This is an optimization exercise on Yosys and OpenROAD, whose aim is small area and a short achievable clock period, not a production implementation. At most, simulation tests tie the RTL to the original design; equivalence was not proved. The RTL of runs 4 to 7 was laid out without a check of its function. Power and IR drop assume default switching activity.

### flow/config.mk
export PLATFORM = sky130hd
export DESIGN_NAME = mc_fifo
export DESIGN_NICKNAME = mc_fifo
export VERILOG_FILES = /design/flow/design.v
export SDC_FILE = /design/flow/constraint.sdc
export NUM_CORES = 4
export LEC_CHECK = 0
export CAP_MARGIN = 20
export CORE_MARGIN = 2
export CORE_UTILIZATION = 40
export SETUP_SLACK_MARGIN = 1.7
export SLEW_MARGIN = 20
### flow/run.sh
#!/bin/bash
# synth_recipe.tcl (not shown) runs the flow's synth.tcl, then flattens the netlist and writes it again
# the make line also repeats each setting of config.mk as NAME=value (left out here)
make -C /OpenROAD-flow-scripts/flow DESIGN_CONFIG=/design/flow/config.mk WORK_HOME=/design/flow/orfs CLKGATE_MAP_FILE= SYNTH_SCRIPT=/design/flow/synth_recipe.tcl finish
### flow/constraint.sdc
create_clock -name core_clock -period 4.0 [get_ports {clk}]
set_input_delay 0.8000 -clock core_clock [delete_from_list [all_inputs] [get_ports {clk}]]
set_output_delay 0.8000 -clock core_clock [all_outputs]
set_load 0.01 [all_outputs]
### flow/design.v
package mc_fifo_pkg;
    localparam int DEF_WIDTH     = 8;
    localparam int DEF_DEPTH     = 32;
    localparam int DEF_CHANNELS  = 4;
    localparam int DEF_AF_MARGIN = 2;
    localparam int DEF_AE_MARGIN = 2;
    function automatic int width_of(input int n);
        width_of = (n <= 1) ? 1 : $clog2(n);
    endfunction
endpackage
module mc_fifo_ctrl
#(
    parameter int DEPTH     = mc_fifo_pkg::DEF_DEPTH,
    parameter int AF_MARGIN = mc_fifo_pkg::DEF_AF_MARGIN,
    parameter int AE_MARGIN = mc_fifo_pkg::DEF_AE_MARGIN
) (
    input  logic                       clk,
    input  logic                       reset,
    input  logic                       wr_req,
    input  logic                       rd_req,
    input  logic                       clear_err,
    output logic                       wr_acc,
    output logic                       rd_acc,
    output logic [mc_fifo_pkg::width_of(DEPTH):0]   count,
    output logic                       full,
    output logic                       empty,
    output logic                       almost_full,
    output logic                       almost_empty,
    output logic                       overflow,
    output logic                       underflow
);
    localparam int AW    = mc_fifo_pkg::width_of(DEPTH);
    localparam int CNT_W = AW + 1;
    logic [CNT_W-1:0] count_q, count_d, count_inc, count_dec;
    assign full         = count_q[AW];
    assign empty        = (count_q == '0);
    assign almost_full  = (count_q >= CNT_W'(DEPTH - AF_MARGIN));
    assign almost_empty = (count_q <= CNT_W'(AE_MARGIN));
    assign wr_acc = wr_req && !full;
    assign rd_acc = rd_req && !empty;
    assign count = count_q;
    assign count_inc = count_q + 1'b1;
    assign count_dec = count_q - 1'b1;
    always_comb begin
        case ({wr_acc, rd_acc})
            2'b10:   count_d = count_inc;
            2'b01:   count_d = count_dec;
            default: count_d = count_q;
        endcase
    end
    always_ff @(posedge clk or posedge reset) begin
        if (reset) begin
            count_q <= '0;
        end else begin
            count_q <= count_d;
        end
    end
    logic overflow_q, overflow_d;
    logic underflow_q, underflow_d;
    always_comb begin
        overflow_d  = clear_err ? 1'b0 : overflow_q;
        underflow_d = clear_err ? 1'b0 : underflow_q;
        if (wr_req && full) begin
            overflow_d = 1'b1;
        end
        if (rd_req && empty) begin
            underflow_d = 1'b1;
        end
    end
    always_ff @(posedge clk or posedge reset) begin
        if (reset) begin
            overflow_q  <= 1'b0;
            underflow_q <= 1'b0;
        end else begin
            overflow_q  <= overflow_d;
            underflow_q <= underflow_d;
        end
    end
    assign overflow  = overflow_q;
    assign underflow = underflow_q;
endmodule
module mc_fifo
#(
    parameter int WIDTH     = mc_fifo_pkg::DEF_WIDTH,
    parameter int DEPTH     = mc_fifo_pkg::DEF_DEPTH,
    parameter int CHANNELS  = mc_fifo_pkg::DEF_CHANNELS,
    parameter int AF_MARGIN = mc_fifo_pkg::DEF_AF_MARGIN,
    parameter int AE_MARGIN = mc_fifo_pkg::DEF_AE_MARGIN
) (
    input  logic                          clk,
    input  logic                          reset,
    input  logic                          write_en,
    input  logic [mc_fifo_pkg::width_of(CHANNELS)-1:0] wr_ch,
    input  logic [WIDTH-1:0]              data_in,
    input  logic                          read_en,
    input  logic [mc_fifo_pkg::width_of(CHANNELS)-1:0] rd_ch,
    input  logic                          clear_err,
    output logic [WIDTH-1:0]              data_out,
    output logic                          data_valid,
    output logic [CHANNELS-1:0]           full,
    output logic [CHANNELS-1:0]           empty,
    output logic [CHANNELS-1:0]           almost_full,
    output logic [CHANNELS-1:0]           almost_empty,
    output logic [mc_fifo_pkg::width_of(DEPTH):0]      rd_count,
    output logic [CHANNELS-1:0]           overflow,
    output logic [CHANNELS-1:0]           underflow
);
    localparam int CW = mc_fifo_pkg::width_of(CHANNELS);
    localparam int AW = mc_fifo_pkg::width_of(DEPTH);
    if ((DEPTH < 4) || ((DEPTH & (DEPTH - 1)) != 0)) begin : g_bad_depth
        $error("mc_fifo: DEPTH must be a power of two and at least 4");
    end
    if (CHANNELS < 1) begin : g_bad_channels
        $error("mc_fifo: CHANNELS must be at least 1");
    end
    if ((AF_MARGIN < 1) || (AF_MARGIN > DEPTH - 1)) begin : g_bad_af
        $error("mc_fifo: AF_MARGIN must be in 1..DEPTH-1");
    end
    if ((AE_MARGIN < 1) || (AE_MARGIN > DEPTH - 1)) begin : g_bad_ae
        $error("mc_fifo: AE_MARGIN must be in 1..DEPTH-1");
    end
    logic [CHANNELS-1:0] wr_req, rd_req, wr_acc, rd_acc;
    logic [AW:0]         count_a [CHANNELS];
    logic [WIDTH-1:0]    head_a  [CHANNELS];
    for (genvar g = 0; g < CHANNELS; g++) begin : g_ch
        assign wr_req[g] = write_en && (wr_ch == CW'(g));
        assign rd_req[g] = read_en && (rd_ch == CW'(g));
        mc_fifo_ctrl #(
            .DEPTH     (DEPTH),
            .AF_MARGIN (AF_MARGIN),
            .AE_MARGIN (AE_MARGIN)
        ) u_ctrl (
            .clk          (clk),
            .reset        (reset),
            .wr_req       (wr_req[g]),
            .rd_req       (rd_req[g]),
            .clear_err    (clear_err),
            .wr_acc       (wr_acc[g]),
            .rd_acc       (rd_acc[g]),
            .count        (count_a[g]),
            .full         (full[g]),
            .empty        (empty[g]),
            .almost_full  (almost_full[g]),
            .almost_empty (almost_empty[g]),
            .overflow     (overflow[g]),
            .underflow    (underflow[g])
        );
        logic [WIDTH-1:0] sr_q [DEPTH];
        logic [WIDTH-1:0] rot  [DEPTH];
        always_ff @(posedge clk) begin
            if (wr_acc[g]) begin
                sr_q[0] <= data_in;
                for (int i = 1; i < DEPTH; i++) begin
                    sr_q[i] <= sr_q[i-1];
                end
            end
        end
        for (genvar s = 0; s < DEPTH; s++) begin : g_rot
            assign rot[s] = sr_q[(s + DEPTH - 1) % DEPTH];
        end
        assign head_a[g] = rot[count_a[g][AW-1:0]];
    end
    logic [AW:0]        rd_count_sel;
    logic [WIDTH-1:0]   head_sel;
    logic               rd_any;
    logic [WIDTH-1:0]   data_out_q;
    logic               data_valid_q;
    always_comb begin
        rd_count_sel = '0;
        head_sel     = '0;
        for (int i = 0; i < CHANNELS; i++) begin
            if (rd_ch == CW'(i)) begin
                rd_count_sel = count_a[i];
                head_sel     = head_a[i];
            end
        end
    end
    assign rd_count = rd_count_sel;
    assign rd_any   = |rd_acc;
    always_ff @(posedge clk or posedge reset) begin
        if (reset) begin
            data_out_q   <= '0;
            data_valid_q <= 1'b0;
        end else begin
            data_valid_q <= rd_any;
            if (rd_any) begin
                data_out_q <= head_sel;
            end
        end
    end
    assign data_out   = data_out_q;
    assign data_valid = data_valid_q;
endmodule
==> results of run 1 <==
registers in the layout, indices dropped and copies added (netlist names):
register	count
data_valid_q	1
g_ch.u_ctrl.overflow_q	4
g_ch.u_ctrl.count_q	24
g_ch.u_ctrl.underflow_q	4
g_ch.sr_q	1024
data_out_q	8
final cells by class:
class                           count  area [um2]  share of cell area (%)
Antenna cell                        1        2.50                 0.00464
Clock buffer                      131        2910                    5.39
Clock inverter                     62         671                    1.24
Inverter                           47         234                   0.433
Multi-Input combinational cell   1457       11700                    21.7
Sequential cell                  1065       31800                    59.0
Tap cell                         1403        1760                    3.25
Timing Repair Buffer              444        4850                    8.99
Timing Repair inverter              2        10.0                  0.0185
timing repair:
item / in CTS / in global routing
pin swaps: 80 / 85
setup endpoints to repair: 749 / 298
gates resized for setup: 461 / 146
gates cloned: 18 / 1
hold buffers: 0 / 0
buffers inserted: 165 / 53
cell usage in the layout, fill, tap and decap left out, types with 20 or more instances in the layout:
cell	n
dfrtp_2	20
a21oi_1	51
nand2_1	110
buf_6	90
buf_4	240
clkbuf_16	110
nand3_1	136
inv_1	25
a32oi_1	43
and3_1	43
o21ai_0	92
mux2i_1	96
mux2_2	49
o22ai_1	22
nor2b_1	23
nand4_1	40
buf_12	49
clkinv_2	30
nor2_1	57
a31oi_1	36
a22o_1	38
a22oi_1	77
edfxtp_1	1024
nor3_1	29
cell usage after synthesis (all sizes together), types with 17 or more instances:
| cell type | count | area, um2 |
|---|---|---|
| a31oi | 38 | 238 |
| and3 | 48 | 300 |
| mux2 | 50 | 563 |
| a32o | 18 | 180 |
| ha | 20 | 250 |
| nand4 | 40 | 250 |
| o22ai | 22 | 138 |
| a22oi | 82 | 621 |
| buf | 142 | 836 |
| nand2b | 21 | 131 |
| nor3 | 39 | 210 |
| dfrtp | 41 | 1030 |
| o221ai | 17 | 149 |
| inv | 46 | 173 |
| clkbuf | 65 | 245 |
| edfxtp | 1024 | 30700 |
| nor2b | 32 | 200 |
| o21ai | 106 | 531 |
| a21oi | 63 | 315 |
| a22o | 39 | 342 |
| mux2i | 97 | 971 |
| nand3 | 144 | 721 |
| a32oi | 44 | 385 |
| a221oi | 18 | 158 |
| nor2 | 79 | 307 |
| nand2 | 124 | 468 |
| and3b | 21 | 184 |
cells by family after synthesis:
family	Yosys count	share of synthesized area [%]
adder cells (fa/ha/maj)	24	0.762
multiplexers	161	4.26
AND/OR/NAND/NOR	632	7.92
AO/OA/AOI/OAI	616	10.4
buffers and inverters	254	2.90
flip-flops	1065	73.3
XOR/XNOR	24	0.485
per-stage QoR:
| step | hold WS [ns] | utilization (%) |
|---|---|---|
| after detailed placement | 0.427 | 43.0 |
| after global placement | 0.426 | 43.0 |
| after global routing | 0.433 | 50.3 |
| after floorplan | 0.417 | - |
| final | 0.423 | 50.3 |
| after CTS | 0.438 | 49.3 |
power groups by stage:
stage | sequential [mW] | clock, mW | combinational, mW
3_3_place_gp | 14.2 | 0 | 10.3
2_1_floorplan | 13.6 | 0 | 6.36
6_report | 13.7 | 10.4 | 15.5
5_1_grt | 13.7 | 11.0 | 16.0
4_1_cts | 13.7 | 10.5 | 14.1
3_5_place_dp | 14.2 | 0 | 10.3
per-layer routing:
layer | wire (um) | vias up | global-route usage [%] | share of wire [%]
li1 | - | 11900 | - | -
met4 | 5170 | 6 | 9.15 | 3.8
met1 | 55100 | 14800 | 33.8 | 41
met2 | 59300 | 1937 | 34.9 | 44
met3 | 15100 | 354 | 4.99 | 11
met5 | 40 | - | 0 | 0.030
final timing paths:
check | startpoint | cells past startpoint | to | slack, ns
worst max-delay path | g_ch[2].u_ctrl.count_q[3] | 6 | empty[2] | 1.07
worst min-delay path | g_ch[3].sr_q[7][2] | 0 | g_ch[3].sr_q[8][2] | 0.42
worst max register to register | g_ch[2].u_ctrl.count_q[3] | 14 | g_ch[2].u_ctrl.count_q[5] | 1.11
worst min register to register | g_ch[3].sr_q[7][2] | 0 | g_ch[3].sr_q[8][2] | 0.42
max in group asynchronous | reset | 2 | g_ch[0].u_ctrl.count_q[0] | 2.66
min in group asynchronous | reset | 2 | g_ch[2].u_ctrl.count_q[2] | 0.73
==> impl_metrics.tcl, run 1 <==
set metrics [dict create \
    status "complete, no violations" \
    avgRoutedWirePerCell_um 29.2 \
    p_seq_share_pct 34.6 \
    num-fill-cells 8746 \
    crit_required_ns 3.20 \
    max_clock_freq_mhz 342 \
    layout_setup_ws_ns 1.07 \
    netSwitchingFraction_pct 35.1 \
    setup_viol_count_final 0 \
    p_leak_nw 18.2 \
    fin_area_um2 54000 \
    ant_nets 0 \
    cts.sinks 1065 \
    synthCells 2776 \
    timing.critical_path.buf_inv 3 \
    ir_drop_v 0.000410 \
    cts_buffers 108 \
    drv_slew 0 \
    path_cells "buf_6, nor3_4, nand2_2, nor2_4, buf_4, buf_6" \
    async_flop_share_pct 3.85 \
    syn-num-nets 2817 \
    synth_cell_types 91 \
    hpwl_um 81100 \
    crit_slowest_cell "dfrtp_2" \
    worstHoldPathType "flip-flop to flip-flop" \
    drt-total-wl_um 135000 \
    synth_area_um2 43400 \
    post-route-period-util_pct 73.2 \
    syn2layout_area_growth_pct 24.5 \
    crit_family "simple AND/OR/NAND/NOR gates" \
    die_y_um 333 \
    grt_pass1_wl_um 195000 \
    endpoint_kind "primary output" \
    port-buffer-count 55 \
    drt_first_pass_iters 6 \
    grt_overflow 0 \
    grt_max_degree 107 \
    routed-via-count 29000 \
    die-width_um 333 \
    fp.coreArea_um2 107000 \
    grt_pass1_vias 28500 \
    comb_power_share_pct 39.2 \
    p_int_mw 25.7 \
    worst-slew-pin-transition_ns 0.927 \
    gp_congestion 0.902 \
    path_max_fanout 8 \
    yosys_warnings 21 \
    synth.ff_latch_count 1065 \
    p_clk_share_pct 26.2 \
    maxCapViolations 0 \
    grt_antenna_before_repair 8 \
    placed_area_um2 46100 \
    die_area_um2 111000 \
    arrival_ns 2.13 \
    p_switching_mw 13.9 \
    place_ws_ns 0.205 \
    drt-initial-drc-count 4259 \
    avgViaCountPerCell 6.29 \
    synth_area_per_cell_um2 15.6 \
    startpoint_type "flip-flop" \
    clkLatencyLatePin_ns 0.69 \
    nets 3166 \
    relSlewSlack_pct 38.2 \
    rsz0062_at_grt "yes" \
    powerDensity_nw_per_um2 733 \
    fin_skew_ns 0.0308 \
    initial_core_util_pct 40.4 \
    ctsRootBufferMaster "clkbuf_16" \
    critical_path_class "flip-flop to primary output" \
    grt.total_usage_pct 23.5 \
    dpl.cell_count 4181 \
    finalSetupTns_ns 0 \
    cts_tree "done" \
    finalPower_mw 39.6 \
    cts_max_path_buffers 3 \
    synth-edff-count 1024 \
    htreeDepth 3 \
    synth_seq_area_share_pct 73.3 \
    io_pins 56 \
    layout_min_cycle_time_ns 2.93 \
    layout.cells.non_filler 4612 \
    synth_top_flop_cell "edfxtp_1" \
    drive_above_1_share_pct 28.5 \
    fp-row-count 120 \
    hold_viol 0 \
    cpPeakStageDelay_ns 0.47 \
    clkSlewWorstSetupHoldPaths_ns 0.06 \
    drcViolationCount 0 \
    crit_top_cell "buf_6" \
]
==> run 2, diff against run 1 <==
--- a/flow/config.mk
+++ b/flow/config.mk
@@ -7,6 +7,6 @@
 export LEC_CHECK = 0
 export CAP_MARGIN = 20
 export CORE_MARGIN = 2
-export CORE_UTILIZATION = 40
+export CORE_UTILIZATION = 65
 export SETUP_SLACK_MARGIN = 1.7
 export SLEW_MARGIN = 20
==> run 2 against run 1 <==
Die area fell by 38%. Non-clock buffer count rose by 29. Maximum frequency rose by 0.44%. Register-to-register slack got worse by 0.02 ns. Critical path depth rose by 5. Worst setup slack improved by 0.013 ns. Synthesized area did not move. Worst hold slack improved by 0.0077 ns. Clock skew rose by 0.00094 ns. Critical path type is now flip-flop to flip-flop. Sequential cell count did not move. Cell count fell by 11%. Highest routed layer unchanged.
==> impl_metrics.tcl, run 2 <==
set metrics [dict create \
    synth_xor_area_share_pct 0.485 \
    grt.total_usage_pct 36.1 \
    crit_top_cell "buf_6" \
    crit_slowest_cell "dfrtp_4" \
    top_register "g_ch.sr_q" \
    critical_path_class "flip-flop to flip-flop" \
    placed_area_um2 45300 \
    avgViaCountPerCell 7.19 \
    finalPower_mw 39.3 \
    synth.most_common_cell "edfxtp_1" \
    synth_compound_area_share_pct 10.4 \
    synth-edff-count 1024 \
    worst-slew-pin-transition_ns 1.01 \
    cts.sinks 1065 \
    cts_tree "done" \
    ant_nets 0 \
    relSlewSlack_pct 32.6 \
    grt_max_degree 105 \
    comb_power_share_pct 39.1 \
    rsz0062_at_grt "yes" \
    setup_viol_count_final 0 \
    powerDensity_nw_per_um2 737 \
    yosys.area.top_type_share_pct 70.9 \
    p_seq_share_pct 34.8 \
    layout_min_cycle_time_ns 2.91 \
    path_cells "buf_6, buf_6, nor3b_4, buf_12, buf_4, and3_1, a2111oi_4, nand4_1, nor4_4, o22a_4, a41oi_2" \
    startpoint_type "flip-flop" \
    synthCells 2776 \
    synthMuxAreaShare_pct 4.26 \
    final_common_cell "edfxtp_1" \
    grt_pass1_wl_um 185000 \
    place_ws_ns 0.133 \
    drcViolationCount 0 \
    avgRoutedWirePerCell_um 31.3 \
    final_util_pct 81.1 \
    fin_hold_ws_ns 0.431 \
    post-route-period-util_pct 72.9 \
    drt-initial-drc-count 5052 \
    maxCapViolations 0 \
    htreeDepth 3 \
    die-width_um 262 \
    grt_antenna_before_repair 9 \
    die_area_um2 68800 \
    syn-num-nets 2817 \
    synth_cell_types 91 \
    drive_above_1_share_pct 29.1 \
    ir_drop_v 0.000440 \
    synth_commonest_cells "edfxtp_1, nand3_1, nand2_1" \
    clkSlewWorstSetupHoldPaths_ns 0.07 \
    gp_congestion 0.940 \
    p_switching_mw 13.8 \
    crit_required_ns 4.53 \
    netSwitchingFraction_pct 35.1 \
    drt-total-wl_um 129000 \
    p_leak_nw 18.2 \
    arrival_ns 3.44 \
    fp-row-count 94 \
    hpwl_um 76300 \
    status "complete, no violations" \
    routed-via-count 29600 \
    synth_top_flop_cell "edfxtp_1" \
    synth_top_family_by_area "compound AO/OA/AOI/OAI gates" \
    grt_pass1_vias 28300 \
    max_clock_freq_mhz 343 \
    largest_register_ff_count 1024 \
    fin_area_um2 53400 \
    clkLatencyLatePin_ns 0.68 \
    drt_first_pass_iters 8 \
    num-fill-cells 3374 \
    nets 3191 \
    hold_viol 0 \
    die_y_um 262 \
    p_int_mw 25.5 \
    layout_setup_ws_ns 1.09 \
    seqCellArea_um2 31800 \
    worstHoldPathType "flip-flop to flip-flop" \
    synth_area_per_cell_um2 15.6 \
    layout_common_cells "edfxtp_1, buf_4, nand3_1" \
    largestRegisters "g_ch.sr_q x1024, g_ch.u_ctrl.count_q x24, data_out_q x8" \
    grt_overflow 0 \
    cts_buffers 105 \
    synth-simple-area-share_pct 7.92 \
    fin_skew_ns 0.0318 \
    synthAdderAreaFrac_pct 0.762 \
    initial_core_util_pct 65.8 \
    path_max_fanout 6 \
    synth_area_um2 43400 \
    cpPeakStageDelay_ns 0.53 \
    multi_input_area_um2 11800 \
    synth.ff_latch_count 1065 \
    fp.coreArea_um2 65900 \
    p_clk_share_pct 26.0 \
    synth_seq_area_share_pct 73.3 \
    synth_largest_area_cell "edfxtp_1" \
    drv_slew 0 \
    ctsRootBufferMaster "clkbuf_16" \
    syn2layout_area_growth_pct 23.1 \
    ys_top_cells_by_area "edfxtp_1, dfrtp_1, mux2i_1, nand3_1, a22oi_1" \
    endpoint_kind "flip-flop" \
    io_pins 56 \
    async_flop_share_pct 3.85 \
    cts_max_path_buffers 3 \
    yosys_warnings 21 \
    port-buffer-count 55 \
]
==> run 2: cell counts after synthesis <==
No cell type changed its count.
==> run 2: stage by stage <==
step	setup TNS, ns	std cells
after CTS	0	4024
after global routing	0	4106
after floorplan	-1247.25	2776
after detailed placement	0	3630
final	0	4114
after global placement	0	3630
==> run 2: layout make-up <==
cell class	instances	share of cell area, %
antenna	9	0.0422
clock buffer	133	5.39
clock inverter	65	1.27
inverter	47	0.415
multi-input combinational	1458	22.2
sequential	1065	59.6
tap	864	2.02
timing repair buffer	473	9.05
==> run 2: critical path, delay by kind of cell, from the launching register on <==
family / cells / cell delay (ns)
AOI/OAI and AO/OA: 3 / 0.75
buffers and inverters: 4 / 0.53
DFF: 1 / 0.53
and+or+nand+nor: 4 / 0.95
==> run 2: kinds of logic after synthesis <==
logic type | Yosys count
AO/OA/AOI/OAI | 616
adder cells (fa/ha/maj) | 24
AND/OR/NAND/NOR | 632
flip-flops | 1065
buffers and inverters | 254
multiplexers | 161
XOR/XNOR | 24
==> run 2: power groups by stage <==
stage | clock [mW] | combinational, mW | sequential, mW
after floorplan | 0 | 6.36 | 13.6
after global placement | 0 | 9.89 | 14.2
after detailed placement | 0 | 9.99 | 14.2
after CTS | 10.3 | 13.8 | 13.7
after global routing | 10.7 | 15.8 | 13.7
final | 10.2 | 15.4 | 13.7
==> run 2: final timing paths <==
| check | start | slack [ns] | depth (start not counted) | endpoint |
|---|---|---|---|---|
| max in group asynchronous | reset | 2.54 | 2 | g_ch[0].u_ctrl.count_q[0] |
| max | g_ch[2].u_ctrl.count_q[4] | 1.09 | 11 | data_out_q[4] |
| min in group asynchronous | reset | 0.68 | 2 | g_ch[2].u_ctrl.overflow_q |
| max reg2reg | g_ch[2].u_ctrl.count_q[4] | 1.09 | 11 | data_out_q[4] |
| min | g_ch[0].sr_q[1][7] | 0.43 | 0 | g_ch[0].sr_q[2][7] |
| min reg2reg | g_ch[0].sr_q[1][7] | 0.43 | 0 | g_ch[0].sr_q[2][7] |
==> run 2: metal layers <==
layer  part of all wire [%]  GRT usage (%)  up-vias
li1                       -              -    11900
met1                     37           53.3    14400
met2                     44           51.5     2680
met3                     14           9.45      491
met4                    5.0           15.8        4
met5                  0.023              0        -
==> run 2: what timing repair did <==
item	in CTS	in global routing
pin swaps	111	103
gates resized for setup	529	112
setup endpoints to repair	601	92
setup buffers	186	80
hold buffers	0	0
gates cloned	10	1
==> run 3, diff against run 2 <==
--- a/flow/config.mk
+++ b/flow/config.mk
@@ -7,6 +7,5 @@
 export LEC_CHECK = 0
 export CAP_MARGIN = 20
 export CORE_MARGIN = 2
-export CORE_UTILIZATION = 65
-export SETUP_SLACK_MARGIN = 1.7
+export CORE_UTILIZATION = 40
 export SLEW_MARGIN = 20
==> run 3 against run 2 <==
Die area increased by 61%. Routed wire length decreased by 3.5%. Register-to-register slack got worse by 0.46 ns. Clock-buffer cell count decreased by 2. Synthesized area unchanged. Clock skew decreased by 0.0052 ns. Synthesized cell count unchanged. Clock power about the same. Largest power group is now registers. Core utilization decreased by 35 points. Highest routed layer unchanged. Sequential power about the same. Still clean.
==> impl_metrics.tcl, run 3 <==
set metrics [dict create \
    status "complete, no violations" \
    crit_slowest_cell "dfrtp_1" \
    worstHoldPathType "flip-flop to flip-flop" \
    synth_cell_types 91 \
    arrival_ns 3.09 \
    port-buffer-count 55 \
    synth-edff-count 1024 \
    synth_seq_area_share_pct 73.3 \
    synth_area_um2 43400 \
    rsz0062_at_grt "no" \
    grt_max_degree 107 \
    yosys_warnings 21 \
    ant_nets 0 \
    ctsRootBufferMaster "clkbuf_16" \
    seqCellArea_um2 31800 \
    worst-slew-pin-transition_ns 1.14 \
    avgRoutedWirePerCell_um 28.4 \
    cts_tree "done" \
    async_flop_share_pct 3.85 \
    fin_skew_ns 0.0266 \
    place_ws_ns 0.205 \
    synth_commonest_cells "edfxtp_1, nand3_1, nand2_1" \
    r2r_end "g_ch[0].u_ctrl.count_q[5]" \
    fp.coreArea_um2 107000 \
    cpPeakStageDelay_ns 0.98 \
    num-fill-cells 9178 \
    r2r-start "g_ch[0].u_ctrl.count_q[1]" \
    yosys.area.top_type_share_pct 70.9 \
    synth_largest_area_cell "edfxtp_1" \
    fp-row-count 120 \
    drt-initial-drc-count 4066 \
    synth.ff_latch_count 1065 \
    crit_path_end "almost_full[3]" \
    critical_path_class "flip-flop to primary output" \
    crit_required_ns 3.20 \
    maxCapViolations 0 \
    grt_overflow 0 \
    synthCells 2776 \
    ir_drop_v 0.000400 \
    post-route-period-util_pct 97.1 \
    drt_first_pass_iters 7 \
    layout_min_cycle_time_ns 3.89 \
    nets 2929 \
    setup_viol_count_final 0 \
    drive_above_1_share_pct 14.7 \
    avgViaCountPerCell 6.23 \
    synth_area_per_cell_um2 15.6 \
    largest_register_ff_count 1024 \
    final_common_cell "edfxtp_1" \
    die_area_um2 111000 \
    die-width_um 333 \
    multi_input_area_um2 10400 \
    reg2regPathDepth 13 \
    io_pins 56 \
    powerDensity_nw_per_um2 702 \
    drt-total-wl_um 124000 \
    path_cells "nand3_1, o21ai_0, clkdlybuf4s50_1" \
    max_clock_freq_mhz 257 \
    layout_setup_ws_ns 0.114 \
    startpoint "g_ch[3].u_ctrl.count_q[2]" \
    top_register "g_ch.sr_q" \
    grt_antenna_before_repair 8 \
    htreeDepth 3 \
    grt.total_usage_pct 21.8 \
    die_y_um 333 \
    p_leak_nw 16.3 \
    synth_top_flop_cell "edfxtp_1" \
    final_util_pct 46.3 \
    endpoint_kind "primary output" \
    min_from "g_ch[3].sr_q[7][2]" \
    initial_core_util_pct 40.4 \
    path_max_fanout 20 \
    hpwl_um 81100 \
    drv_slew 0 \
    relSlewSlack_pct 23.9 \
    ys_top_cells_by_area "edfxtp_1, dfrtp_1, mux2i_1, nand3_1, a22oi_1" \
    syn-num-nets 2817 \
    largestRegisters "g_ch.sr_q x1024, g_ch.u_ctrl.count_q x24, data_out_q x8" \
    grt_pass1_wl_um 182000 \
    synth.most_common_cell "edfxtp_1" \
    routed-via-count 27300 \
    cts_max_path_buffers 3 \
    post_cts.repair.setup_buffers 0 \
    cts_buffers 108 \
    gp_congestion 0.902 \
    grt_pass1_vias 26700 \
    syn2layout_area_growth_pct 14.7 \
    clkLatencyLatePin_ns 0.68 \
    startpoint_type "flip-flop" \
    reg2reg_slack_ns 0.63 \
    cts.sinks 1065 \
    clkSlewWorstSetupHoldPaths_ns 0.07 \
    finalPower_mw 34.9 \
    layout_common_cells "edfxtp_1, nand3_1, buf_4" \
    drcViolationCount 0 \
    hold_viol 0 \
]
==> run 3: cell families (layout without fill, tap and decap cells) <==
logic type / Yosys count / after routing / synth area share [%]
buffers and inverters: 254 / 449 / 2.90
other: 0 / 1 / 0
DFF: 1065 / 1065 / 73.3
and+or+nand+nor: 632 / 632 / 7.92
AOI/OAI and AO/OA: 616 / 616 / 10.4
muxes: 161 / 161 / 4.26
adders and majority gates: 24 / 24 / 0.762
xor gates and xnor gates: 24 / 24 / 0.485
==> run 3: metrics by stage <==
step	setup TNS [ns]	cells	cell area, um2	hold WS (ns)
2_1_floorplan	-1247.25	2776	43400	0.417
5_1_grt	0	4374	49700	0.433
4_1_cts	0	4374	49700	0.438
6_report	0	4375	49700	0.437
3_3_place_gp	0	4180	46100	0.426
3_5_place_dp	0	4181	46100	0.427
==> run 3: what timing repair did <==
item | 4_1_cts | 5_1_grt
hold buffers | 0 | 0
gates resized for setup | 2 | 1
hold endpoints to repair | 0 | 0
setup endpoints to repair | 1 | 1
==> run 3: worst max-delay path: cells and delay by family, from the launching register on <==
kind | cells | cell delay, ns
simple gates | 1 | 0.37
buf+inv | 1 | 0.62
compound gates | 1 | 0.44
flops | 1 | 0.98
==> run 3: where the power goes <==
group | total, mW | internal, mW | switching [mW]
sequential | 14.0 | 13.0 | 0.956
combinational | 10.6 | 3.71 | 6.91
clock | 10.3 | 6.05 | 4.30
total | 34.9 | 22.8 | 12.2
==> run 3: routing by layer <==
layer | vias to the layer above | global-route usage (%) | routed length [um]
li1 | 11400 | - | -
met3 | 237 | 5.35 | 14200
met5 | - | 0 | 12
met1 | 13900 | 31.7 | 51700
met2 | 1769 | 32.0 | 54400
met4 | 2 | 7.35 | 3810
==> run 3: worst min path at each step <==
stage / endpoint / slack, ns / cells after the start
floorplan: g_ch[3].sr_q[1][4] / 0.42 / 0
global placement: g_ch[1].sr_q[20][2] / 0.43 / 0
detailed placement: g_ch[0].sr_q[7][1] / 0.43 / 0
CTS: g_ch[3].sr_q[8][2] / 0.44 / 0
global route: g_ch[3].sr_q[8][2] / 0.43 / 0
finish: g_ch[3].sr_q[8][2] / 0.44 / 0
==> run 3: final cells by class <==
cell class                 instances  share of cell area [%]
inverter                          47                   0.385
multi-input combinational       1457                    21.0
clock inverter                    62                    1.35
tap                             1403                    3.53
clock buffer                     131                    5.85
antenna                            1                 0.00503
sequential                      1065                    63.9
timing repair buffer             209                    4.02
==> run 4, diff against run 3 <==
--- a/flow/design.v
+++ b/flow/design.v
@@ -31,28 +31,55 @@
 );
     localparam int AW    = mc_fifo_pkg::width_of(DEPTH);
     localparam int CNT_W = AW + 1;
-    logic [CNT_W-1:0] count_q, count_d, count_inc, count_dec;
-    assign full         = count_q[AW];
-    assign empty        = (count_q == '0);
-    assign almost_full  = (count_q >= CNT_W'(DEPTH - AF_MARGIN));
-    assign almost_empty = (count_q <= CNT_W'(AE_MARGIN));
-    assign wr_acc = wr_req && !full;
-    assign rd_acc = rd_req && !empty;
+    if (AF_MARGIN + 1 > DEPTH - 1) begin : g_bad_af
+        $error("mc_fifo_ctrl: AF_MARGIN must leave room for the look-ahead compare");
+    end
+    logic [CNT_W-1:0] count_q, count_d;
+    logic             full_q, empty_q, af_q, ae_q;
+    logic             full_d, empty_d, af_d, ae_d;
+    logic             inc, dec;
+    assign full         = full_q;
+    assign empty        = empty_q;
+    assign almost_full  = af_q;
+    assign almost_empty = ae_q;
+    assign wr_acc = wr_req && !full_q;
+    assign rd_acc = rd_req && !empty_q;
     assign count = count_q;
-    assign count_inc = count_q + 1'b1;
-    assign count_dec = count_q - 1'b1;
+    assign inc = wr_acc && !rd_acc;
+    assign dec = rd_acc && !wr_acc;
     always_comb begin
-        case ({wr_acc, rd_acc})
-            2'b10:   count_d = count_inc;
-            2'b01:   count_d = count_dec;
-            default: count_d = count_q;
-        endcase
+        count_d = count_q;
+        full_d  = full_q;
+        empty_d = empty_q;
+        af_d    = af_q;
+        ae_d    = ae_q;
+        if (inc) begin
+            count_d = count_q + 1'b1;
+            full_d  = (count_q == CNT_W'(DEPTH - 1));
+            empty_d = 1'b0;
+            af_d    = (count_q >= CNT_W'(DEPTH - AF_MARGIN - 1));
+            ae_d    = (count_q <= CNT_W'(AE_MARGIN - 1));
+        end else if (dec) begin
+            count_d = count_q - 1'b1;
+            full_d  = 1'b0;
+            empty_d = (count_q == CNT_W'(1));
+            af_d    = (count_q >= CNT_W'(DEPTH - AF_MARGIN + 1));
+            ae_d    = (count_q <= CNT_W'(AE_MARGIN + 1));
+        end
     end
     always_ff @(posedge clk or posedge reset) begin
         if (reset) begin
             count_q <= '0;
+            full_q  <= 1'b0;
+            empty_q <= 1'b1;
+            af_q    <= 1'b0;
+            ae_q    <= 1'b1;
         end else begin
             count_q <= count_d;
+            full_q  <= full_d;
+            empty_q <= empty_d;
+            af_q    <= af_d;
+            ae_q    <= ae_d;
         end
     end
     logic overflow_q, overflow_d;
@@ -60,10 +87,10 @@
     always_comb begin
         overflow_d  = clear_err ? 1'b0 : overflow_q;
         underflow_d = clear_err ? 1'b0 : underflow_q;
-        if (wr_req && full) begin
+        if (wr_req && full_q) begin
             overflow_d = 1'b1;
         end
-        if (rd_req && empty) begin
+        if (rd_req && empty_q) begin
             underflow_d = 1'b1;
         end
     end
@@ -158,7 +185,16 @@
         for (genvar s = 0; s < DEPTH; s++) begin : g_rot
             assign rot[s] = sr_q[(s + DEPTH - 1) % DEPTH];
         end
-        assign head_a[g] = rot[count_a[g][AW-1:0]];
+        logic [DEPTH-1:0] rsel;
+        for (genvar s = 0; s < DEPTH; s++) begin : g_sel
+            assign rsel[s] = (count_a[g][AW-1:0] == AW'(s));
+        end
+        always_comb begin
+            head_a[g] = '0;
+            for (int s = 0; s < DEPTH; s++) begin
+                head_a[g] = head_a[g] | ({WIDTH{rsel[s]}} & rot[s]);
+            end
+        end
     end
     logic [AW:0]        rd_count_sel;
     logic [WIDTH-1:0]   head_sel;
--- a/flow/config.mk
+++ b/flow/config.mk
@@ -7,5 +7,6 @@
 export LEC_CHECK = 0
 export CAP_MARGIN = 20
 export CORE_MARGIN = 2
-export CORE_UTILIZATION = 40
+export CORE_UTILIZATION = 50
+export SETUP_SLACK_MARGIN = 1.8
 export SLEW_MARGIN = 20
==> run 4 against run 3 <==
Combinational power up 11%. Die area down 21%. Non-clock buffer count up 164. Final area up 4.7%. Routed wire length up 8.4%. Largest power group unchanged.
==> impl_metrics.tcl, run 4 <==
set metrics [dict create \
    ys_top_cells_by_area "edfxtp_1, a22oi_1, dfrtp_1, a32oi_1, a32o_1" \
    grt_pass1_wl_um 192000 \
    ir_drop_v 0.000402 \
    io_pins 56 \
    num-fill-cells 6211 \
    synth.most_common_cell "edfxtp_1" \
    reg2reg_slack_ns 1.21 \
    comb_power_share_pct 32.9 \
    final_util_pct 61.3 \
    synthAdderAreaFrac_pct 0.937 \
    fp-row-count 107 \
    arrival_ns 2.03 \
    p_int_mw 23.6 \
    largest_register_ff_count 1024 \
    startpoint_type "flip-flop" \
    synth_xor_area_share_pct 0.410 \
    netSwitchingFraction_pct 34.2 \
    ctsRootBufferMaster "clkbuf_16" \
    synth_area_um2 42700 \
    drt_first_pass_iters 7 \
    status "complete, no violations" \
    finalSetupTns_ns 0 \
    layout_min_cycle_time_ns 2.83 \
    fin_area_um2 52100 \
    top_register "g_ch.sr_q" \
    drive_above_1_share_pct 28.5 \
    cpPeakStageDelay_ns 0.53 \
    synth.ff_latch_count 1081 \
    die-width_um 296 \
    syn2layout_area_growth_pct 21.9 \
    synth_largest_area_cell "edfxtp_1" \
    synth_top_flop_cell "edfxtp_1" \
    maxCapViolations 0 \
    routed-via-count 28400 \
    path_cells "buf_12, mux4_2, buf_6" \
    grt_antenna_before_repair 4 \
    endpoint_kind "primary output" \
    grt_pass1_vias 27100 \
    initial_core_util_pct 50.3 \
    grt_overflow 0 \
    path_max_fanout 2 \
    synth_cell_types 90 \
    largestRegisters "g_ch.sr_q x1024, g_ch.u_ctrl.count_q x24, data_out_q x8" \
    grt_max_degree 163 \
    powerDensity_nw_per_um2 689 \
    layout.cells.non_filler 4157 \
    final_common_cell "edfxtp_1" \
    cts.sinks 1081 \
    port-buffer-count 55 \
    synth_top_family_by_area "compound AO/OA/AOI/OAI gates" \
    layout_common_cells "edfxtp_1, buf_4, a22oi_1" \
    cts_max_path_buffers 3 \
    fin_skew_ns 0.0308 \
    min_from "g_ch[3].sr_q[2][1]" \
    p_leak_nw 17.2 \
    placed_area_um2 45200 \
    synth_commonest_cells "edfxtp_1, a22oi_1, nand2_1" \
    async_flop_share_pct 5.27 \
    worstHoldPathType "flip-flop to flip-flop" \
    synth-edff-count 1024 \
    fp.coreArea_um2 85000 \
    r2r_end "data_out_q[0]" \
    yosys_warnings 21 \
    synth_area_per_cell_um2 16.3 \
    nets 2965 \
    htreeDepth 3 \
    crit_slowest_cell "mux4_2" \
    drv_slew 0 \
    drt-total-wl_um 135000 \
    reg2regPathDepth 10 \
    hold_depth 0 \
    r2r-start "g_ch[3].u_ctrl.count_q[0]" \
    layout_setup_ws_ns 1.17 \
    die_y_um 296 \
    synth_seq_area_share_pct 75.3 \
    p_switching_mw 12.3 \
    clkSlewWorstSetupHoldPaths_ns 0.07 \
    cts_tree "done" \
    crit_required_ns 3.20 \
    ant_nets 0 \
    synth_compound_area_share_pct 12.2 \
    clkLatencyLatePin_ns 0.69 \
    cts_buffers 110 \
    grt.total_usage_pct 30.3 \
    die_area_um2 87900 \
    max_clock_freq_mhz 354 \
    yosys.area.top_type_share_pct 71.9 \
    rsz0062_at_grt "yes" \
    critical_path_class "flip-flop to primary output" \
    p_seq_share_pct 37.5 \
    postCtsHoldBufs 0 \
    crit_family "multiplexers" \
    drt-initial-drc-count 4935 \
    synthMuxAreaShare_pct 2.05 \
    dpl.cell_count 3794 \
    avgRoutedWirePerCell_um 32.4 \
    hold_viol 0 \
    gp_congestion 0.945 \
    relSlewSlack_pct 38.0 \
    avgViaCountPerCell 6.83 \
    hpwl_um 84800 \
    synth-simple-area-share_pct 6.40 \
    syn-num-nets 2668 \
    min_to "g_ch[3].sr_q[3][1]" \
    setup_viol_count_final 0 \
    timing.critical_path.buf_inv 2 \
    synthCells 2619 \
    worst-slew-pin-transition_ns 0.926 \
    drcViolationCount 0 \
    post-route-period-util_pct 70.7 \
    p_clk_share_pct 29.6 \
    place_ws_ns 0.194 \
]
run 4: cell type report:
| type | count | area (um2) | area share, % |
|---|---|---|---|
| Clock inverter | 64 | 699 | 1.34 |
| Antenna cell | 5 | 12.5 | 0.0240 |
| Tap cell | 1144 | 1430 | 2.75 |
| Multi-Input combinational cell | 1303 | 10900 | 21.0 |
| Clock buffer | 140 | 2990 | 5.74 |
| Timing Repair Buffer | 373 | 3580 | 6.88 |
| Sequential cell | 1081 | 32200 | 61.9 |
| Inverter | 47 | 206 | 0.396 |
run 4: how the worst max path moves through the flow:
stage	from	endpoint	slack, ns	cells after the start
6_report	g_ch[2].u_ctrl.count_q[4]	rd_count[4]	1.17	3
5_1_grt	g_ch[2].u_ctrl.count_q[4]	rd_count[4]	1.14	3
4_1_cts	g_ch[2].u_ctrl.count_q[4]	rd_count[4]	1.16	3
3_5_place_dp	rd_ch[1]	data_out_q[6]	0.19	9
3_3_place_gp	rd_ch[1]	data_out_q[6]	0.21	9
2_1_floorplan	write_en	g_ch[2].u_ctrl.count_q[5]	-6.95	6
run 4: power groups by stage:
stage	sequential [mW]	clock, mW	combinational (mW)
finish	13.4	10.6	11.8
global placement	13.7	0	8.77
global route	13.5	11.1	12.1
floorplan	13.4	0	5.10
detailed placement	13.7	0	8.75
CTS	13.4	10.7	11.0
run 4: stage by stage:
stage	total power, mW	hold WS, ns
floorplan	18.5	0.417
global placement	22.5	0.424
detailed placement	22.5	0.431
CTS	35.1	0.440
global route	36.7	0.445
finish	35.9	0.438
run 4: logic make-up after synthesis:
family,count (synthesis)
AO/OA/AOI/OAI,671
XOR/XNOR,20
flip-flops,1081
multiplexers,74
adder cells (fa/ha/maj),32
AND/OR/NAND/NOR,506
buffers and inverters,235
run 4: what timing repair did:
action,CTS,global route
endpoints found under the hold margin,0,0
gates resized for setup,537,98
buffers inserted,120,29
cloned,5,0
pin swaps,83,62
setup endpoints to repair,965,418
run 4: metal layers:
layer | part of all wire, % | vias to the layer above | GRT usage, %
met5 | 0 | - | 0
met3 | 13 | 425 | 7.72
li1 | - | 11400 | -
met4 | 4.2 | 0 | 11.6
met1 | 40 | 14300 | 44.7
met2 | 43 | 2252 | 43.4
==> run 5, diff against run 4 <==
--- a/flow/design.v
+++ b/flow/design.v
@@ -185,16 +185,20 @@
         for (genvar s = 0; s < DEPTH; s++) begin : g_rot
             assign rot[s] = sr_q[(s + DEPTH - 1) % DEPTH];
         end
-        logic [DEPTH-1:0] rsel;
-        for (genvar s = 0; s < DEPTH; s++) begin : g_sel
-            assign rsel[s] = (count_a[g][AW-1:0] == AW'(s));
-        end
-        always_comb begin
-            head_a[g] = '0;
-            for (int s = 0; s < DEPTH; s++) begin
-                head_a[g] = head_a[g] | ({WIDTH{rsel[s]}} & rot[s]);
-            end
-        end
+        logic [DEPTH-1:0]       rsel;
+        logic [DEPTH*WIDTH-1:0] rot_flat;
+        for (genvar s = 0; s < DEPTH; s++) begin : g_flat
+            assign rot_flat[s*WIDTH +: WIDTH] = rot[s];
+        end
+        mc_fifo_dec #(.AW(AW)) u_dec (
+            .idx (count_a[g][AW-1:0]),
+            .sel (rsel)
+        );
+        mc_fifo_aomux #(.N(DEPTH), .W(WIDTH)) u_mux (
+            .sel (rsel),
+            .d   (rot_flat),
+            .q   (head_a[g])
+        );
     end
     logic [AW:0]        rd_count_sel;
     logic [WIDTH-1:0]   head_sel;
@@ -227,3 +231,28 @@
     assign data_out   = data_out_q;
     assign data_valid = data_valid_q;
 endmodule
+module mc_fifo_dec #(
+    parameter int AW = 5
+) (
+    input  logic [AW-1:0]      idx,
+    output logic [(1<<AW)-1:0] sel
+);
+    for (genvar s = 0; s < (1 << AW); s++) begin : g_sel
+        assign sel[s] = (idx == AW'(s));
+    end
+endmodule
+module mc_fifo_aomux #(
+    parameter int N = 32,
+    parameter int W = 8
+) (
+    input  logic [N-1:0]   sel,
+    input  logic [N*W-1:0] d,
+    output logic [W-1:0]   q
+);
+    always_comb begin
+        q = '0;
+        for (int s = 0; s < N; s++) begin
+            q = q | ({W{sel[s]}} & d[s*W +: W]);
+        end
+    end
+endmodule
--- a/flow/config.mk
+++ b/flow/config.mk
@@ -10,3 +10,5 @@
 export CORE_UTILIZATION = 50
 export SETUP_SLACK_MARGIN = 1.8
 export SLEW_MARGIN = 20
+export SYNTH_HIERARCHICAL = 1
+export SYNTH_MINIMUM_KEEP_SIZE = 0
==> run 5 against run 4 <==
Routed wire length is 13% lower. Register-to-register slack worse by 0.09 ns. Maximum frequency is 2.0% lower. First-iteration DRC count is 24% lower. Largest cell class unchanged. Largest power group unchanged.
==> impl_metrics.tcl, run 5 <==
set metrics [dict create \
    status "complete, no violations" \
    die_area_um2 84000 \
    p_switching_mw 9.59 \
    ir_drop_v 0.000386 \
    layout_min_cycle_time_ns 2.88 \
    placed_area_um2 42800 \
    drt-total-wl_um 117000 \
    drt-initial-drc-count 3762 \
    synth_top_flop_cell "edfxtp_1" \
    avgRoutedWirePerCell_um 31.5 \
    die_y_um 290 \
    synth_largest_area_cell "edfxtp_1" \
    crit_slowest_cell "or4_4" \
    startpoint_type "flip-flop" \
    fin_hold_ws_ns 0.441 \
    avgViaCountPerCell 6.60 \
    grt.total_usage_pct 27.2 \
    netSwitchingFraction_pct 30.5 \
    setup_viol_count_final 0 \
    grt_antenna_before_repair 7 \
    worstHoldPathType "flip-flop to flip-flop" \
    largest_register_ff_count 1024 \
    p_seq_share_pct 42.9 \
    synth_cell_types 42 \
    critical_path_class "flip-flop to flip-flop" \
    fin_skew_ns 0.0169 \
    layout_common_cells "edfxtp_1, a22oi_1, buf_4" \
    yosys_warnings 27 \
    async_flop_share_pct 5.27 \
    synth.ff_latch_count 1081 \
    grt_pass1_wl_um 165000 \
    layout_setup_ws_ns 1.12 \
    ys_top_cells_by_area "edfxtp_1, a22oi_1, dfrtp_1, nand4_1, nor2_1" \
    p_int_mw 21.8 \
    synth_area_um2 40900 \
    max_clock_freq_mhz 347 \
    crit_top_cell "buf_4" \
    initial_core_util_pct 50.7 \
    path_cells "buf_4, nand3b_1, buf_4, nor2_4, a22oi_1, nand4_1, or4_4, mux4_2, mux2_2" \
    relSlewSlack_pct 29.7 \
    syn2layout_area_growth_pct 18.7 \
    path_max_fanout 8 \
    synth-edff-count 1024 \
    gp_congestion 0.868 \
    synthCells 2320 \
    fp.coreArea_um2 80700 \
    post-route-period-util_pct 72.1 \
    yosys.area.top_type_share_pct 75.2 \
    arrival_ns 3.43 \
    die-width_um 290 \
    io_pins 56 \
    powerDensity_nw_per_um2 647 \
    timing.critical_path.buf_inv 2 \
    synth.most_common_cell "edfxtp_1" \
    drive_above_1_share_pct 28.3 \
    grt_pass1_vias 23900 \
    crit_family "simple AND/OR/NAND/NOR gates" \
    fin_area_um2 48500 \
    synth_area_per_cell_um2 17.6 \
    place_ws_ns 0.552 \
    clkLatencyLatePin_ns 0.67 \
    synth_commonest_cells "edfxtp_1, a22oi_1, nor2_1" \
    htreeDepth 3 \
    drcViolationCount 0 \
    p_clk_share_pct 30.8 \
    top_register "g_ch.sr_q" \
    synth_seq_area_share_pct 78.7 \
    cpPeakStageDelay_ns 0.63 \
    routed-via-count 24600 \
    cts.sinks 1081 \
    clkSlewWorstSetupHoldPaths_ns 0.06 \
    maxCapViolations 0 \
    crit_required_ns 4.55 \
    syn-num-nets 2357 \
    cts_tree "done" \
    ctsRootBufferMaster "clkbuf_16" \
    hpwl_um 70400 \
    rsz0062_at_grt "yes" \
    grt_overflow 0 \
    nets 2607 \
    drt_first_pass_iters 6 \
    worst-slew-pin-transition_ns 1.05 \
    cts_max_path_buffers 3 \
    final_common_cell "edfxtp_1" \
    port-buffer-count 55 \
    ant_nets 0 \
    cts_buffers 110 \
    fp-row-count 104 \
    grt_max_degree 189 \
    endpoint_kind "flip-flop" \
    drv_slew 0 \
    hold_viol 0 \
    largestRegisters "g_ch.sr_q x1024, g_ch.u_ctrl.count_q x24, data_out_q x8" \
    p_leak_nw 15.7 \
    comb_power_share_pct 26.3 \
]
-- run 5: cells by family after synthesis --
family | count (synthesis) | synth area share, %
DFF | 1081 | 78.7
AOI/OAI and AO/OA | 560 | 10.5
and+or+nand+nor | 423 | 5.91
buffers and inverters | 190 | 2.70
xor gates and xnor gates | 24 | 0.514
muxes | 22 | 0.992
adders and majority gates | 20 | 0.612
-- run 5: cell type report --
type,count,area [um2]
sequential,1081,32200
fill,5872,32100
multi-input combinational,1049,8680
clock buffer,131,2830
timing repair buffer,290,2810
tap,1060,1330
clock inverter,69,493
inverter,38,143
antenna,3,7.51
-- run 5: worst paths after layout --
| check | from | end | slack [ns] | depth (start not counted) |
|---|---|---|---|---|
| worst max-delay path | g_ch[3].u_ctrl.count_q[0] | data_out_q[6] | 1.12 | 9 |
| max in group asynchronous | reset | g_ch[1].u_ctrl.count_q[0] | 2.74 | 2 |
| worst min-delay path | g_ch[3].sr_q[14][5] | g_ch[3].sr_q[15][5] | 0.44 | 0 |
| min in group asynchronous | reset | data_out_q[3] | 0.82 | 2 |
| worst min register to register | g_ch[3].sr_q[14][5] | g_ch[3].sr_q[15][5] | 0.44 | 0 |
| worst max register to register | g_ch[3].u_ctrl.count_q[0] | data_out_q[6] | 1.12 | 9 |
-- run 5: power groups by stage --
stage / Clock [mW] / Sequential, mW / Combinational, mW
final: 9.68 / 13.5 / 8.24
after CTS: 9.81 / 13.5 / 7.50
after global placement: 0 / 13.9 / 5.72
after global routing: 10.2 / 13.5 / 8.53
after detailed placement: 0 / 13.9 / 5.81
after floorplan: 0 / 13.6 / 3.32
-- run 5: what timing repair did --
item,CTS,global route
pin swaps,41,56
setup endpoints to repair,909,354
gates resized for setup,392,124
hold buffers,0,0
cloned,3,0
buffers inserted,84,41
-- run 5: metrics by stage --
stage                     setup TNS, ns  std cells  total power, mW  util (%)
after floorplan                -1395.56       2320             16.9         -
after global placement                0       3382             19.6      53.0
after detailed placement              0       3390             19.7      53.1
after CTS                             0       3677             30.8      59.2
after global routing                  0       3718             32.3      60.1
final                                 0       3721             31.4      60.2
-- run 5: layer usage --
metal,track usage (%),part of all wire [%],vias to the layer above
met5,0,0.039,-
met4,11.4,4.2,6
met3,6.93,12,294
met2,39.6,44,1594
met1,39.1,40,12600
li1,-,-,10100
==> run 6, diff against run 5 <==
--- a/flow/design.v
+++ b/flow/design.v
@@ -149,9 +149,14 @@
     logic [CHANNELS-1:0] wr_req, rd_req, wr_acc, rd_acc;
     logic [AW:0]         count_a [CHANNELS];
     logic [WIDTH-1:0]    head_a  [CHANNELS];
+    logic [(1<<CW)-1:0]  rd_oh;
+    mc_fifo_dec #(.AW(CW)) u_rd_dec (
+        .idx (rd_ch),
+        .sel (rd_oh)
+    );
     for (genvar g = 0; g < CHANNELS; g++) begin : g_ch
         assign wr_req[g] = write_en && (wr_ch == CW'(g));
-        assign rd_req[g] = read_en && (rd_ch == CW'(g));
+        assign rd_req[g] = read_en && rd_oh[g];
         mc_fifo_ctrl #(
             .DEPTH     (DEPTH),
             .AF_MARGIN (AF_MARGIN),
@@ -200,32 +205,34 @@
             .q   (head_a[g])
         );
     end
-    logic [AW:0]        rd_count_sel;
-    logic [WIDTH-1:0]   head_sel;
-    logic               rd_any;
-    logic [WIDTH-1:0]   data_out_q;
-    logic               data_valid_q;
-    always_comb begin
-        rd_count_sel = '0;
-        head_sel     = '0;
-        for (int i = 0; i < CHANNELS; i++) begin
-            if (rd_ch == CW'(i)) begin
-                rd_count_sel = count_a[i];
-                head_sel     = head_a[i];
-            end
-        end
-    end
-    assign rd_count = rd_count_sel;
-    assign rd_any   = |rd_acc;
+    logic [CHANNELS*(AW+1)-1:0]   count_flat;
+    logic [(CHANNELS+1)*WIDTH-1:0] dsel_flat;
+    logic [WIDTH-1:0]              data_out_q, data_out_d;
+    logic                          data_valid_q;
+    logic                          rd_any;
+    for (genvar g = 0; g < CHANNELS; g++) begin : g_flat
+        assign count_flat[g*(AW+1) +: AW+1] = count_a[g];
+        assign dsel_flat[g*WIDTH +: WIDTH]  = head_a[g];
+    end
+    assign dsel_flat[CHANNELS*WIDTH +: WIDTH] = data_out_q;
+    assign rd_any = |rd_acc;
+    mc_fifo_aomux #(.N(CHANNELS), .W(AW+1)) u_cnt_mux (
+        .sel (rd_oh[CHANNELS-1:0]),
+        .d   (count_flat),
+        .q   (rd_count)
+    );
+    mc_fifo_aomux #(.N(CHANNELS+1), .W(WIDTH)) u_dout_mux (
+        .sel ({!rd_any, rd_acc}),
+        .d   (dsel_flat),
+        .q   (data_out_d)
+    );
     always_ff @(posedge clk or posedge reset) begin
         if (reset) begin
             data_out_q   <= '0;
             data_valid_q <= 1'b0;
         end else begin
             data_valid_q <= rd_any;
-            if (rd_any) begin
-                data_out_q <= head_sel;
-            end
+            data_out_q   <= data_out_d;
         end
     end
     assign data_out   = data_out_q;
==> run 6 against run 5 <==
Highest routed layer unchanged. First-iteration DRC count down 7.3%. Critical endpoint is now rd_count[0]. Clock-buffer cell count up 8. Critical path type is now flip-flop to primary output. Synthesized area down 0.29%. Non-clock buffer count down 12. Core utilization down 0.26 points. Largest cell class unchanged. Still clean. Worst hold slack about the same.
==> impl_metrics.tcl, run 6 <==
set metrics [dict create \
    status "complete, no violations" \
    ys_top_cells_by_area "edfxtp_1, a22oi_1, dfrtp_1, nand4_1, nor2_1" \
    critical_path_class "flip-flop to primary output" \
    grt_overflow 0 \
    port-buffer-count 55 \
    dpl.cell_count 3413 \
    drive_above_1_share_pct 27.1 \
    nets 2616 \
    grt_pass1_vias 24000 \
    layout_common_cells "edfxtp_1, a22oi_1, buf_4" \
    final_common_cell "edfxtp_1" \
    seqCellArea_um2 32200 \
    fp.coreArea_um2 80500 \
    clkLatencyLatePin_ns 0.67 \
    initial_core_util_pct 50.6 \
    grt_max_degree 202 \
    clkSlewWorstSetupHoldPaths_ns 0.06 \
    grt_antenna_before_repair 5 \
    worstHoldPathType "flip-flop to flip-flop" \
    synth_largest_area_cell "edfxtp_1" \
    maxCapViolations 0 \
    worst-slew-pin-transition_ns 1.09 \
    synth_area_per_cell_um2 17.4 \
    cts.sinks 1081 \
    ir_drop_v 0.000423 \
    synth-edff-count 1024 \
    htreeDepth 3 \
    fin_hold_ws_ns 0.440 \
    post-route-period-util_pct 66.0 \
    die_y_um 289 \
    num-fill-cells 5860 \
    fp-row-count 104 \
    hpwl_um 70300 \
    drv_slew 0 \
    rsz0062_at_grt "yes" \
    drt-total-wl_um 117000 \
    synthCells 2342 \
    powerDensity_nw_per_um2 635 \
    postCtsHoldBufs 0 \
    die-width_um 289 \
    yosys_warnings 29 \
    multi_input_area_um2 8620 \
    endpoint_kind "primary output" \
    setup_viol_count_final 0 \
    yosys.area.top_type_share_pct 75.5 \
    largest_register_ff_count 1024 \
    grt.total_usage_pct 27.4 \
    avgRoutedWirePerCell_um 31.3 \
    synth_seq_area_share_pct 79.0 \
    ctsRootBufferMaster "clkbuf_16" \
    layout.cells.non_filler 3725 \
    crit_required_ns 3.20 \
    cts_tree "done" \
    gp_congestion 0.891 \
    p_leak_nw 15.5 \
    ant_nets 0 \
    layout_min_cycle_time_ns 2.64 \
    avgViaCountPerCell 6.54 \
    relSlewSlack_pct 27.4 \
    synth_area_um2 40800 \
    synth.ff_latch_count 1081 \
    finalPower_mw 30.7 \
    hold_depth 0 \
    synth_top_flop_cell "edfxtp_1" \
    syn-num-nets 2379 \
    cts_max_path_buffers 3 \
    reg2regPathDepth 10 \
    hold_viol 0 \
    largestRegisters "g_ch.sr_q x1024, g_ch.u_ctrl.count_q x24, data_out_q x8" \
    drt-initial-drc-count 3487 \
    path_max_fanout 4 \
    synth_cell_types 44 \
    routed-via-count 24400 \
    synth.most_common_cell "edfxtp_1" \
    max_clock_freq_mhz 379 \
    arrival_ns 1.84 \
    syn2layout_area_growth_pct 18.4 \
    top_register "g_ch.sr_q" \
    drcViolationCount 0 \
    die_area_um2 83800 \
    grt_pass1_wl_um 164000 \
    cts_buffers 109 \
    drt_first_pass_iters 6 \
    synth_commonest_cells "edfxtp_1, a22oi_1, nor2_1" \
    fin_skew_ns 0.0210 \
    io_pins 56 \
    final_util_pct 59.9 \
    startpoint_type "flip-flop" \
    async_flop_share_pct 5.27 \
]
run 6: cell types whose count changed after synthesis, moves of 2 or more:
cell,change
and2_1,+4
nand2_1,+12
a22oi_1,+20
mux4_2,-14
a222oi_1,+8
mux2_2,-8
buf_2,-2
clkbuf_1,+3
run 6: report_power, final:
| group | total (mW) | switching [mW] | internal [mW] |
|---|---|---|---|
| combinational | 7.64 | 4.45 | 3.19 |
| sequential | 13.4 | 0.544 | 12.9 |
| clock | 9.58 | 4.20 | 5.38 |
| total | 30.7 | 9.20 | 21.5 |
run 6: cell families (layout without fill, tap and decap cells):
logic type,count (synthesis),in the layout,synth area share (%)
xor gates and xnor gates,24,24,0.516
DFF,1081,1081,79.0
and+or+nand+nor,440,440,6.09
buffers and inverters,189,509,2.68
other,0,3,0
AOI/OAI and AO/OA,588,588,11.1
adders and majority gates,20,20,0.614
run 6: path summary, 6_finish.rpt:
kind	start	end	slack, ns
max	g_ch[0].u_ctrl.count_q[0]	rd_count[0]	1.36
min	g_ch[1].sr_q[22][6]	g_ch[1].sr_q[23][6]	0.44
max reg2reg	g_ch[0].u_ctrl.count_q[0]	data_out_q[3]	1.42
min reg2reg	g_ch[1].sr_q[22][6]	g_ch[1].sr_q[23][6]	0.44
max in group asynchronous	reset	g_ch[2].u_ctrl.count_q[3]	2.75
min in group asynchronous	reset	data_out_q[6]	0.75
run 6: repair_timing:
item / CTS / global route
endpoints found under the setup margin: 840 / 523
gates cloned: 1 / 1
pin swaps: 83 / 30
buffers inserted: 93 / 20
gates resized for setup: 463 / 74
run 6: cell type report:
type | count | share of cell area [%]
Clock buffer | 139 | 6.06
Antenna cell | 3 | 0.0156
Sequential cell | 1081 | 66.8
Timing Repair Buffer | 278 | 5.46
Multi-Input combinational cell | 1072 | 17.9
Inverter | 37 | 0.288
Tap cell | 1060 | 2.75
Clock inverter | 55 | 0.739
run 6: metrics by stage:
stage / setup slack, ns / TNS [ns] / instance area [um2]
2_1_floorplan: -2.37 / -1410.84 / 40900
3_3_place_gp: 0.652 / 0 / 42600
3_5_place_dp: 0.446 / 0 / 42700
4_1_cts: 1.41 / 0 / 47800
5_1_grt: 1.31 / 0 / 48200
6_report: 1.36 / 0 / 48200
run 6: critical path: stages (launching register included):
cell	delay [ns]
dfrtp_4	0.50
buf_4	0.15
buf_12	0.13
a22oi_2	0.15
nand2_1	0.09
buf_2	0.15
run 6: metal layers:
layer | wire length, um | track usage, % | up-vias | share of wire (%)
met5 | 78 | 0.625 | - | 0.067
met4 | 4360 | 9.73 | 6 | 3.7
met3 | 12900 | 6.90 | 288 | 11
met2 | 52200 | 41.1 | 1464 | 45
met1 | 46900 | 39.2 | 12500 | 40
li1 | - | - | 10100 | -
==> run 7, diff against run 6 <==
--- a/flow/config.mk
+++ b/flow/config.mk
@@ -8,6 +8,8 @@
 export CAP_MARGIN = 20
 export CORE_MARGIN = 2
 export CORE_UTILIZATION = 50
+export CTS_CLUSTER_DIAMETER = 50
+export CTS_CLUSTER_SIZE = 24
 export SETUP_SLACK_MARGIN = 1.8
 export SLEW_MARGIN = 20
 export SYNTH_HIERARCHICAL = 1
==> run 7 against run 6 <==
Still clean. First-iteration DRC count up 5.0%. Synthesized cell count unchanged. Sequential power about the same. Cell count up 0.59%. Clock skew up 0.0059 ns. Via count up 0.70%. Routed wire length up 0.11%. Combinational power up 2%. Sequential cell count unchanged. Clock power up 9.6%. Maximum frequency about the same. Core utilization up 0.82 points.
==> impl_metrics.tcl, run 7 <==
set metrics [dict create \
    worst-slew-pin-transition_ns 1.01 \
    powerDensity_nw_per_um2 647 \
    comb_power_share_pct 24.6 \
    grt_overflow 0 \
    drv_slew 0 \
    crit_slowest_cell "dfrtp_4" \
    grt_max_degree 202 \
    ys_top_cells_by_area "edfxtp_1, a22oi_1, dfrtp_1, nand4_1, nor2_1" \
    path_max_fanout 4 \
    synth-edff-count 1024 \
    min_to "g_ch[1].sr_q[23][5]" \
    hpwl_um 70300 \
    synth_cell_types 44 \
    synth_compound_area_share_pct 11.1 \
    cts_buffers 101 \
    grt_pass1_vias 23700 \
    worstHoldPathType "flip-flop to flip-flop" \
    met3_length_um 14000 \
    postCtsHoldBufs 0 \
    p_int_mw 21.7 \
    synth_top_flop_cell "edfxtp_1" \
    path_cells "buf_4, buf_12, a22oi_2, nand2_1, buf_2" \
    yosys.area.top_type_share_pct 75.5 \
    grt_pass1_wl_um 162000 \
    rsz0062_at_grt "yes" \
    layout_min_cycle_time_ns 2.64 \
    die_area_um2 83800 \
    fin_skew_ns 0.0269 \
    finalPower_mw 31.6 \
    fin_hold_ws_ns 0.434 \
    synth_top_family_by_area "compound AO/OA/AOI/OAI gates" \
    largest_register_ff_count 1024 \
    die-width_um 289 \
    gp_congestion 0.891 \
    synth_commonest_cells "edfxtp_1, a22oi_1, nor2_1" \
    r2r-start "g_ch[1].u_ctrl.count_q[0]" \
    synth_area_um2 40800 \
    arrival_ns 1.84 \
    r2r_end "data_out_q[6]" \
    p_seq_share_pct 42.4 \
    wl_met1_um 46000 \
    highest_layer "met5" \
    startpoint_type "flip-flop" \
    ir_drop_v 0.000378 \
    synth-simple-area-share_pct 6.09 \
    synth_seq_area_share_pct 79.0 \
    place_ws_ns 0.446 \
    yosys_warnings 29 \
    drt_first_pass_iters 5 \
    hold_depth 0 \
    netSwitchingFraction_pct 31.4 \
    setup_viol_count_final 0 \
    synthMuxAreaShare_pct 0 \
    reg2reg_slack_ns 1.38 \
    routed-via-count 24500 \
    reg2regPathDepth 10 \
    endpoint_kind "primary output" \
    syn-num-nets 2379 \
    synth_xor_area_share_pct 0.516 \
    async_flop_share_pct 5.27 \
    clkLatencyLatePin_ns 0.66 \
    drt-initial-drc-count 3662 \
    cts.sinks 1081 \
    largestRegisters "g_ch.sr_q x1024, g_ch.u_ctrl.count_q x24, data_out_q x8" \
    p_switching_mw 9.94 \
    status "complete, no violations" \
    drive_above_1_share_pct 29.9 \
    critical_path_class "flip-flop to primary output" \
    top_register "g_ch.sr_q" \
    max_clock_freq_mhz 379 \
    ant_nets 0 \
    fp-row-count 104 \
    grt.total_usage_pct 27.2 \
    grt_antenna_before_repair 6 \
    synth.ff_latch_count 1081 \
    synth_area_per_cell_um2 17.4 \
    cts_tree "done" \
    initial_core_util_pct 50.6 \
    crit_required_ns 3.20 \
    relSlewSlack_pct 32.4 \
    nets 2637 \
    syn2layout_area_growth_pct 20.0 \
    p_leak_nw 15.8 \
    avgViaCountPerCell 6.54 \
    die_y_um 289 \
    post-route-period-util_pct 66.0 \
    synth_largest_area_cell "edfxtp_1" \
    hold_viol 0 \
    cts_max_path_buffers 3 \
    layout_setup_ws_ns 1.36 \
    synthCells 2342 \
    port-buffer-count 55 \
    p_clk_share_pct 33.1 \
    synthAdderAreaFrac_pct 0.614 \
    ctsRootBufferMaster "clkbuf_16" \
    wl_met2_um 52000 \
    final_common_cell "edfxtp_1" \
    cpPeakStageDelay_ns 0.51 \
    drcViolationCount 0 \
    clkSlewWorstSetupHoldPaths_ns 0.09 \
    htreeDepth 3 \
    synth.most_common_cell "edfxtp_1" \
    maxCapViolations 0 \
    avgRoutedWirePerCell_um 31.1 \
    drt-total-wl_um 117000 \
    io_pins 56 \
    min_from "g_ch[1].sr_q[22][5]" \
    fp.coreArea_um2 80500 \
    layout_common_cells "edfxtp_1, a22oi_1, buf_4" \
]
==> run 7: worst max-delay path: cells and delay by family, from the launching register on <==
kind | cells | cell delay [ns]
AO/OA/AOI/OAI | 1 | 0.16
buffers and inverters | 3 | 0.43
flip-flops | 1 | 0.51
AND/OR/NAND/NOR | 1 | 0.09
==> run 7: kinds of logic (layout without fill, tap and decap cells) <==
logic type | after synthesis | after routing
compound gates | 588 | 588
xor+xnor | 24 | 24
fa+ha+maj | 20 | 20
buf+inv | 189 | 531
flops | 1081 | 1081
other cells | 0 | 3
simple gates | 440 | 440
==> run 7: metal layers <==
metal  track usage [%]  vias up
li1                  -    10200
met1              38.4    12400
met2              40.6     1609
met3              7.55      298
met4              10.1        4
met5                 0        -
==> run 7: final cells by class <==
class,count,area [um2]
Clock inverter,76,1030
Tap cell,1060,1330
Fill cell,5737,31600
Sequential cell,1081,32200
Multi-Input combinational cell,1072,8670
Antenna cell,3,7.51
Clock buffer,111,2640
Timing Repair Buffer,307,2860
Inverter,37,139
==> run 7: how the worst max path moves through the flow <==
stage,start,end,depth (start not counted)
global placement,rd_ch[0],g_ch[0].u_ctrl.count_q[3],8
global route,g_ch[0].u_ctrl.count_q[0],rd_count[0],5
finish,g_ch[0].u_ctrl.count_q[0],rd_count[0],5
detailed placement,rd_ch[1],data_out_q[1],8
CTS,g_ch[1].u_ctrl.count_q[3],rd_count[3],4
floorplan,wr_ch[1],g_ch[0].u_ctrl.count_q[3],6
==> run 7: timing repair <==
action	CTS	global route
pin swaps	38	73
setup endpoints to repair	858	318
cloned	1	1
hold endpoints to repair	0	0
resized for setup	366	169
buffers inserted	75	67
==> run 7: power by group through the flow <==
stage	logic [mW]	registers (mW)	clock network [mW]
2_1_floorplan	3.11	13.5	0
3_3_place_gp	5.26	13.8	0
5_1_grt	8.04	13.5	11.0
6_report	7.77	13.4	10.5
4_1_cts	6.80	13.4	10.6
3_5_place_dp	5.32	13.9	0
==> run 7: per-stage QoR <==
stage	std cells	setup TNS [ns]	cell area, um2	util (%)
after CTS	3676	0	47700	59.2
final	3747	0	48900	60.7
after global placement	3410	0	42600	52.9
after floorplan	2342	-1410.84	40900	-
after global routing	3744	0	48900	60.7
after detailed placement	3413	0	42700	53.0

[static timing again, ports no longer ideal]
How much do the figures lean on ideal ports? The routed layouts below were timed once more, with nothing changed but the port constraints.
Step 1, drivers: a clkbuf_16 drives clk and a buf_2 each remaining input, both assumed.
Step 2 moves the port delays by t, midway between the first and last clock arrival at a register: inputs arrive t later, outputs are due t later. That takes back most of the time a late clock gives input paths.
Slacks: ideal ports / drivers / drivers and shift; pairs: ideal ports / drivers.
run | shift t [ns] | slack for setup (ns) | hold WS [ns] | latest minus earliest clock arrival (ns) | cell pins on the clock port's net
run 1 | 0.746 | 1.072 / 0.999 / 0.590 | 0.423 / 0.423 / 0.423 | 0.035 / 0.035 | 1
run 2 | 0.729 | 1.085 / 1.039 / 0.561 | 0.431 / 0.431 / 0.431 | 0.034 / 0.034 | 1
run 3 | 0.737 | 0.114 / 0.044 / 0.147 | 0.437 / 0.437 / 0.437 | 0.032 / 0.032 | 1
run 4 | 0.744 | 1.172 / 1.105 / 0.884 | 0.438 / 0.438 / 0.438 | 0.033 / 0.033 | 1
run 5 | 0.725 | 1.116 / 1.053 / 1.110 | 0.441 / 0.441 / 0.441 | 0.021 / 0.022 | 1
run 6 | 0.725 | 1.362 / 1.293 / 1.020 | 0.440 / 0.440 / 0.440 | 0.024 / 0.024 | 1
run 7 | 0.720 | 1.360 / 1.292 / 1.033 | 0.434 / 0.434 / 0.434 | 0.030 / 0.031 | 1
After both steps every run listed still meets setup and hold. For run 2, which loses most, drivers alone change the setup slack by -0.046 ns; drivers and shift together by -0.524 ns.
